This design comes from an exercise in tuning for small area and few clock cycles on the open sky130 flow, not from production work.
The RTL was checked by simulation tests, not by an equivalence proof against the original design.
No activity file was given, so power comes from the tool's default toggle rates.

## design/flow/run.sh

```bash
#!/bin/bash
# synth_recipe.tcl (not shown) runs the flow's synth.tcl, then flattens the netlist and writes it again
# the make line also repeats each setting of config.mk as NAME=value (left out here)
make -C /OpenROAD-flow-scripts/flow DESIGN_CONFIG=/design/flow/config.mk WORK_HOME=/design/flow/orfs CLKGATE_MAP_FILE= SYNTH_SCRIPT=/design/flow/synth_recipe.tcl finish
```

## design/flow/config.mk

```make
export PLATFORM = sky130hd
export DESIGN_NAME = rgb_led_serial_transmitter
export DESIGN_NICKNAME = rgb_led_serial_transmitter
export VERILOG_FILES = /design/flow/design.v
export SDC_FILE = /design/flow/constraint.sdc
export NUM_CORES = 4
export LEC_CHECK = 0
export CAP_MARGIN = 20
export CORE_MARGIN = 2
export CORE_UTILIZATION = 40
export SLEW_MARGIN = 20
```

## design/flow/constraint.sdc

```tcl
create_clock -name core_clock -period 8.0 [get_ports {clk}]
set_input_delay 1.6000 -clock core_clock [delete_from_list [all_inputs] [get_ports {clk}]]
set_output_delay 1.6000 -clock core_clock [all_outputs]
set_load 0.01 [all_outputs]
```

## design/flow/design.v

```verilog
package rgbled_pkg;
  localparam int TICK_BITS_DEFAULT   = 10;
  localparam int QUEUE_DEPTH_DEFAULT = 2;
  localparam int CHAN_W     = 8;
  localparam int WORD_W     = 24;
  localparam int GAIN_W     = 16;
  localparam int SUM_W      = 10;
  localparam int HIGH_W     = 10;
  localparam int LOW_W      = 16;
  localparam int CFG_IDX_W  = 3;
  localparam int CFG_DATA_W = 16;
  localparam logic [CFG_IDX_W-1:0] REG_NORMALIZE = 3'd0;
  localparam logic [CFG_IDX_W-1:0] REG_GAIN      = 3'd1;
  localparam logic [CFG_IDX_W-1:0] REG_ONE_HIGH  = 3'd2;
  localparam logic [CFG_IDX_W-1:0] REG_ONE_LOW   = 3'd3;
  localparam logic [CFG_IDX_W-1:0] REG_ZERO_HIGH = 3'd4;
  localparam logic [CFG_IDX_W-1:0] REG_ZERO_LOW  = 3'd5;
  localparam logic [CFG_IDX_W-1:0] REG_LATCH_GAP = 3'd6;
  typedef struct packed {
    logic [WORD_W-1:0] word;
    logic              gap;
  } entry_t;
endpackage
import rgbled_pkg::*;
module rgb_led_serial_transmitter
#(
  parameter int TICK_BITS   = TICK_BITS_DEFAULT,
  parameter int QUEUE_DEPTH = QUEUE_DEPTH_DEFAULT
) (
  input  logic                  clk,
  input  logic                  rst,
  input  logic                  push,
  output logic                  full,
  input  logic [CHAN_W-1:0]     red,
  input  logic [CHAN_W-1:0]     green,
  input  logic [CHAN_W-1:0]     blue,
  input  logic                  end_of_frame,
  input  logic                  latch_request,
  output logic                  empty,
  input  logic                  pop,
  output logic                  bit_value,
  output logic [HIGH_W-1:0]     high_time,
  output logic [LOW_W-1:0]      low_time,
  output logic                  is_gap,
  output logic                  last_pulse,
  input  logic                  cfg_valid,
  output logic                  cfg_ready,
  input  logic [CFG_IDX_W-1:0]  cfg_index,
  input  logic [CFG_DATA_W-1:0] cfg_data
);
  logic                 normalize_enable;
  logic [GAIN_W-1:0]    global_gain;
  logic [TICK_BITS-1:0] one_high_ticks;
  logic [TICK_BITS-1:0] one_low_ticks;
  logic [TICK_BITS-1:0] zero_high_ticks;
  logic [TICK_BITS-1:0] zero_low_ticks;
  logic [LOW_W-1:0]     latch_gap_ticks;
  assign cfg_ready = 1'b1;
  always_ff @(posedge clk) begin
    if (rst) begin
      normalize_enable <= 1'b0;
      global_gain      <= GAIN_W'(256);
      one_high_ticks   <= TICK_BITS'(80);
      one_low_ticks    <= TICK_BITS'(30);
      zero_high_ticks  <= TICK_BITS'(30);
      zero_low_ticks   <= TICK_BITS'(80);
      latch_gap_ticks  <= LOW_W'(5000);
    end else if (cfg_valid) begin
      case (cfg_index)
        REG_NORMALIZE: normalize_enable <= cfg_data[0];
        REG_GAIN:      global_gain      <= cfg_data[GAIN_W-1:0];
        REG_ONE_HIGH:  one_high_ticks   <= cfg_data[TICK_BITS-1:0];
        REG_ONE_LOW:   one_low_ticks    <= cfg_data[TICK_BITS-1:0];
        REG_ZERO_HIGH: zero_high_ticks  <= cfg_data[TICK_BITS-1:0];
        REG_ZERO_LOW:  zero_low_ticks   <= cfg_data[TICK_BITS-1:0];
        REG_LATCH_GAP: latch_gap_ticks  <= cfg_data[LOW_W-1:0];
        default: begin
        end
      endcase
    end
  end
  logic              raw_valid;
  logic [CHAN_W-1:0] raw_g, raw_r, raw_b;
  logic              raw_gap;
  logic              accept, raw_done;
  logic              m_run, m_done;
  logic [1:0]        m_ch;         
  logic [2:0]        m_step;
  logic [23:0]       prod;
  logic              m_start, m_act;
  logic [1:0]        m_ch_act;
  logic [2:0]        m_step_act;
  logic [CHAN_W-1:0] m_x;
  logic [16:0]       m_sum;
  logic              e_valid;
  logic [1:0]        e_ch;         
  logic [2:0]        e_bit;
  logic              e_gap;
  logic [SUM_W-1:0]  e_d;
  logic [SUM_W-1:0]  e_rem;
  logic [7:0]        e_dbits;
  logic              e_sat;
  logic              ld, e_adv, e_ch_end, e_pix_end;
  logic              q_bit, q_ge;
  logic [SUM_W:0]    q_rsh;
  assign raw_done = m_act && (m_ch_act == 2'd2) && (m_step_act == 3'd7);
  assign full     = raw_valid && !raw_done;
  assign accept   = push && !full;
  always_ff @(posedge clk) begin
    if (rst) begin
      raw_valid <= 1'b0;
    end else if (accept) begin
      raw_valid <= 1'b1;
    end else if (raw_done) begin
      raw_valid <= 1'b0;
    end
  end
  always_ff @(posedge clk) begin
    if (accept) begin
      raw_g   <= green;
      raw_r   <= red;
      raw_b   <= blue;
      raw_gap <= end_of_frame && latch_request;
    end
  end
  assign m_start    = raw_valid && !m_run && (!m_done || ld);
  assign m_act      = m_run || m_start;
  assign m_ch_act   = m_start ? ((m_done && m_ch != 2'd2) ? m_ch + 2'd1 : 2'd0) : m_ch;
  assign m_step_act = m_start ? 3'd0 : m_step;
  always_comb begin
    case (m_ch_act)
      2'd0:    m_x = raw_g;
      2'd1:    m_x = raw_r;
      default: m_x = raw_b;
    endcase
  end
  assign m_sum = {1'b0, (m_step_act == 3'd0) ? 16'd0 : prod[23:8]}
               + {1'b0, m_x[m_step_act] ? global_gain : 16'd0};
  always_ff @(posedge clk) begin
    if (rst) begin
      m_run  <= 1'b0;
      m_done <= 1'b0;
    end else begin
      if (m_act) begin
        m_run  <= (m_step_act != 3'd7);
        m_done <= (m_step_act == 3'd7);
      end else if (ld) begin
        m_done <= 1'b0;
      end
    end
  end
  always_ff @(posedge clk) begin
    if (m_act) begin
      m_ch   <= m_ch_act;
      m_step <= m_step_act + 3'd1;
      prod   <= {m_sum, prod[7:1]};
    end
  end
  logic [23:0] num;
  logic [SUM_W-1:0] pix_sum, pix_d;
  assign num     = prod - {8'd0, prod[23:8]} - {23'd0, prod[7:0] != 8'd0};
  assign pix_sum = SUM_W'(raw_g) + SUM_W'(raw_r) + SUM_W'(raw_b);
  assign pix_d   = normalize_enable ? pix_sum : SUM_W'(255);
  assign e_ch_end  = (e_ch == 2'd3) || (e_bit == 3'd7);
  assign e_pix_end = (e_ch == 2'd3) || (e_ch == 2'd2 && e_bit == 3'd7 && !e_gap);
  assign e_adv     = e_valid && pop;
  assign ld        = m_done && (e_valid ? (e_adv && e_ch_end && !(e_ch == 2'd2 && e_gap))
                                        : 1'b1);
  logic [SUM_W-1:0] d_use;
  assign d_use = (ld && (!e_valid || e_pix_end)) ? pix_d : e_d;
  always_ff @(posedge clk) begin
    if (rst) begin
      e_valid <= 1'b0;
    end else if (ld) begin
      e_valid <= 1'b1;
    end else if (e_adv && e_pix_end) begin
      e_valid <= 1'b0;
    end
  end
  assign q_rsh = {e_rem, e_dbits[7]};
  assign q_ge  = q_rsh >= {1'b0, e_d};
  assign q_bit = (e_d != '0) && (e_sat || q_ge);
  always_ff @(posedge clk) begin
    if (ld) begin
      if (!e_valid || e_pix_end) begin
        e_ch  <= 2'd0;
        e_gap <= raw_gap;
        e_d   <= pix_d;
      end else begin
        e_ch  <= e_ch + 2'd1;
      end
      e_bit   <= 3'd0;
      e_sat   <= num[23:8] >= {6'd0, d_use};
      e_rem   <= num[17:8];
      e_dbits <= num[7:0];
    end else if (e_adv) begin
      if (e_ch_end) begin
        e_ch  <= 2'd3;    
      end
      e_bit   <= e_bit + 3'd1;
      e_rem   <= q_ge ? SUM_W'(q_rsh - {1'b0, e_d}) : q_rsh[SUM_W-1:0];
      e_dbits <= {e_dbits[6:0], 1'b0};
    end
  end
  assign empty      = !e_valid;
  assign is_gap     = (e_ch == 2'd3);
  assign bit_value  = !is_gap && q_bit;
  assign high_time  = is_gap ? '0 : (q_bit ? one_high_ticks : zero_high_ticks);
  assign low_time   = is_gap ? latch_gap_ticks
                             : LOW_W'(q_bit ? one_low_ticks : zero_low_ticks);
  assign last_pulse = is_gap || (e_ch == 2'd2 && e_bit == 3'd7 && !e_gap);
endmodule
```

==> impl_metrics.py <==
metrics = {
    "layout": {
        "diodes": 0,
        "nNetsFinal": 1287,
        "fill_cells": 2291,
        "final-seq-area_sq_um": 4180,
        "drive_above_1_share_pct": 5.80,
        "area_delta_synth_final_pct": 17.3,
        "multi_input_area_sq_um": 5240,
    },
    "power": {
        "switching_share_pct": 35.1,
        "power_density_nw_per_um2": 238,
        "ir_drop_v": 0.000153,
        "p_int_mw": 1.79,
        "pwr-share-comb_pct": 33.9,
        "power_switching_mw": 0.967,
        "seq_power_share_pct": 36.4,
        "pwr-share-clk_pct": 29.7,
        "p_leak_nw": 4.69,
    },
    "global_route": {
        "grt_max_degree": 78,
        "antenna_found_initial": 0,
        "grt.total_usage_pct": 17.4,
        "gr-total-overflow": 0,
        "grt_pass1_vias": 7052,
        "grt_pass1_wl_mm": 36.5,
    },
    "cts": {
        "post_cts.repair.setup_buffers": 0,
        "cts_resized": 0,
        "cts_tree": "yes",
        "numCtsBuffers": 17,
        "clockBufferDepth": 2,
        "cts_root_buf": "clkbuf_16",
        "clkTransAtPathRegs_ns": 0.07,
        "cts_hold_buf": 0,
        "h-tree-depth": 4,
        "cts_num_sinks": 166,
        "clock_latency_ns": 0.43,
    },
    "yosys": {
        "synth_edf_count": 86,
        "ys_warn_count": 1,
        "ys_seq_elements": 166,
        "syn_nets": 1216,
        "synth_most_common_cell": "nand2_1",
        "synth_common_cells": "205 x nand2_1, 109 x a21oi_1, 86 x edfxtp_1, 83 x inv_1, 82 x ha_1",
        "synth_cells": 1071,
        "yosys.area.top_type": "edfxtp_1",
        "syn_avg_cell_area_sq_um": 9.24,
        "netlist.area_leader.share_pct": 26.1,
        "ys.flop_type": "edfxtp_1",
        "synth_seq_area_share_pct": 42.3,
        "syn-cell-area_sq_um": 9890,
        "synth_cell_types": 63,
        "async_flop_share_pct": 0,
        "synth_area_leaders": "edfxtp_1 26%, dfxtp_1 16%, ha_1 10%",
    },
    "sta": {
        "tightest_slew_ns": 0.846,
        "slew_violations": 0,
        "finalCriticalPeriod_ns": 6.43,
        "hold_ws_ns": 0.451,
        "fin_crit_sh_pct": 80.4,
        "skew_ns": 0.0158,
        "hold_violations": 0,
        "rsz0062_at_grt": "false",
        "tns_ns": 0,
        "setup_violations": 0,
        "max_freq_ghz": 0.156,
        "slew_headroom_pct": 43.5,
    },
    "die": {
        "die_y_um": 161,
        "core_area_sq_um": 24300,
        "num_rows": 57,
        "top_level_ports": 82,
        "start_util_pct": 40.7,
        "die_area_sq_um": 26000,
        "fp.dieW_um": 161,
    },
    "route": {
        "via_per_inst": 5.05,
        "drt_first_pass_iters": 5,
        "routed_wl_mm": 22.1,
        "vias": 7466,
        "drc": 0,
        "ant_nets": 0,
        "wl_per_cell_um": 14.9,
        "first_iter_violations": 441,
    },
    "setup_path": {
        "crit_fanout": 16,
        "critPathCaptureType": "flip-flop",
        "crit_type": "primary input to flip-flop",
        "required_ns": 8.17,
        "worstPathArrival_ns": 6.60,
        "start_kind": "primary input",
    },
    "job": {
        "cap_viol_max_count": 0,
    },
    "placement": {
        "dp_hpwl_mm": 16.4,
        "routabilityCongestion": 0.813,
        "portBuffers": 80,
    },
    "hold_path": {
        "hold_path_class": "flip-flop to flip-flop",
    },
    "outcome": {
        "outcome": "timing/DRC/antenna clean",
    },
}
[worst max-delay path, stage by stage]
cell and delay [ns]:
clkdlybuf4s50_1 0.46, inv_1 0.14, o211ai_2 0.17, a21boi_2 0.52, mux4_4 0.70, mux2i_1 0.15
mux2i_1 0.11, a21oi_2 0.54, nor2b_1 0.11, ha_1 0.25, fa_1 0.42, a21o_1 0.19
nand3_1 0.10, a31oi_1 0.12, a211o_1 0.31, a21o_1 0.19, a21oi_1 0.21, o21a_1 0.19
o21ai_0 0.10
[layer usage]
layer | GRT usage, % | up-vias | part of all wire [%]
li1 | - | 3860 | -
met1 | 25.2 | 3449 | 51
met2 | 28.0 | 144 | 45
met3 | 2.21 | 13 | 3.7
met4 | 4.02 | 0 | 0.89
met5 | 0 | - | 0
[cell families after synthesis]
logic type	share of synthesized area, %
adder cells (fa/ha/maj)	13.0
other	0.0379
AND/OR/NAND/NOR	18.4
buffers and inverters	4.91
AO/OA/AOI/OAI	13.0
multiplexers	4.65
flip-flops	42.3
XOR/XNOR	3.72
[metrics by stage]
step | cells | total power, mW | setup WS, ns | utilization (%) | instance area (sq um)
final | 1479 | 2.76 | 1.57 | 47.7 | 11600
after global routing | 1479 | 2.95 | 1.19 | 47.7 | 11600
after CTS | 1479 | 2.79 | 1.54 | 47.7 | 11600
after detailed placement | 1447 | 1.96 | 1.12 | 45.2 | 11000
after global placement | 1446 | 1.95 | 1.19 | 45.2 | 11000
after floorplan | 1071 | 1.72 | 2.49 | - | 9890
[sequential cells by signal, indices dropped and copies added (netlist names), 2 cells and up]
| name | count |
|---|---|
| zero_low_ticks | 10 |
| m_ch | 2 |
| e_dbits | 8 |
| one_low_ticks | 10 |
| m_step | 3 |
| latch_gap_ticks | 16 |
| prod | 24 |
| one_high_ticks | 10 |
| e_bit | 3 |
| e_ch | 2 |
| e_d | 10 |
| raw_r | 8 |
| zero_high_ticks | 10 |
| raw_b | 8 |
| global_gain | 16 |
| raw_g | 8 |
| e_rem | 10 |
[layout by cell type (no fill, tap or decap), types with 11 or more instances in the layout]
cell type,Yosys,layout
a21o_1,14,14
a21oi_1,109,108
a31oi_1,11,11
and2_1,17,17
clkbuf_16,0,17
clkdlybuf4s50_1,0,79
dfxtp_1,80,80
edfxtp_1,86,86
fa_1,13,13
ha_1,82,82
inv_1,83,83
mux2i_1,33,33
nand2_1,205,205
nand2b_1,11,11
nand3_1,16,16
nand3b_1,20,20
nor2_1,48,46
nor2b_1,22,22
nor3_1,13,12
o21ai_0,43,43
xnor2_1,28,28
xor2_1,14,14
[cell type report]
type / instances / share of cell area (%)
clock buffer: 18 / 3.79
clock inverter: 14 / 1.32
inverter: 84 / 2.72
multi-input combinational: 785 / 45.2
sequential: 166 / 36.1
tap: 324 / 3.49
timing repair buffer: 88 / 7.44
[worst paths after layout]
kind	start	slack, ns	endpoint	cells after the start
min reg2reg	global_gain[7]	0.45	global_gain[7]	2
max reg2reg	e_ch[0]	2.09	prod[23]	20
max	pop	1.57	prod[23]	19
min	global_gain[7]	0.45	global_gain[7]	2
[power groups by stage]
| stage | sequential, mW | clock, mW | combinational [mW] |
|---|---|---|---|
| 2_1_floorplan | 1.01 | 0 | 0.710 |
| 3_3_place_gp | 1.02 | 0 | 0.925 |
| 3_5_place_dp | 1.02 | 0 | 0.935 |
| 4_1_cts | 1.01 | 0.838 | 0.943 |
| 5_1_grt | 1.01 | 0.874 | 1.06 |
| 6_report | 1.00 | 0.820 | 0.934 |
Testbench counts, summed over its fixed seeds: cycles 30,912.

[port drivers added, routing unchanged]
The results above use ideal ports. As a check the final layout listed here was re-extracted and re-timed, cells and wires unchanged. Step 1, drivers: a clkbuf_16 drives clk and a buf_2 each remaining input, both assumed. Step 2 moves the port delays by t, midway between the first and last clock arrival at a register: inputs arrive t later, outputs are due t later. That takes back most of the time a late clock gives input paths. Slacks: ideal / step 1 / step 2; pairs: ideal / step 1.
t (ns): 0.471
setup slack, ns: 1.571 / 1.599 / 1.129
hold WS [ns]: 0.451 / 0.451 / 0.451
slew at the worst register clock pin (ns): 0.08 / 0.08
pins driven straight from the clock port: 1
After both steps setup and hold are still met in this run. The setup slack of this run moves by +0.028 ns with the drivers and by -0.442 ns with both steps.
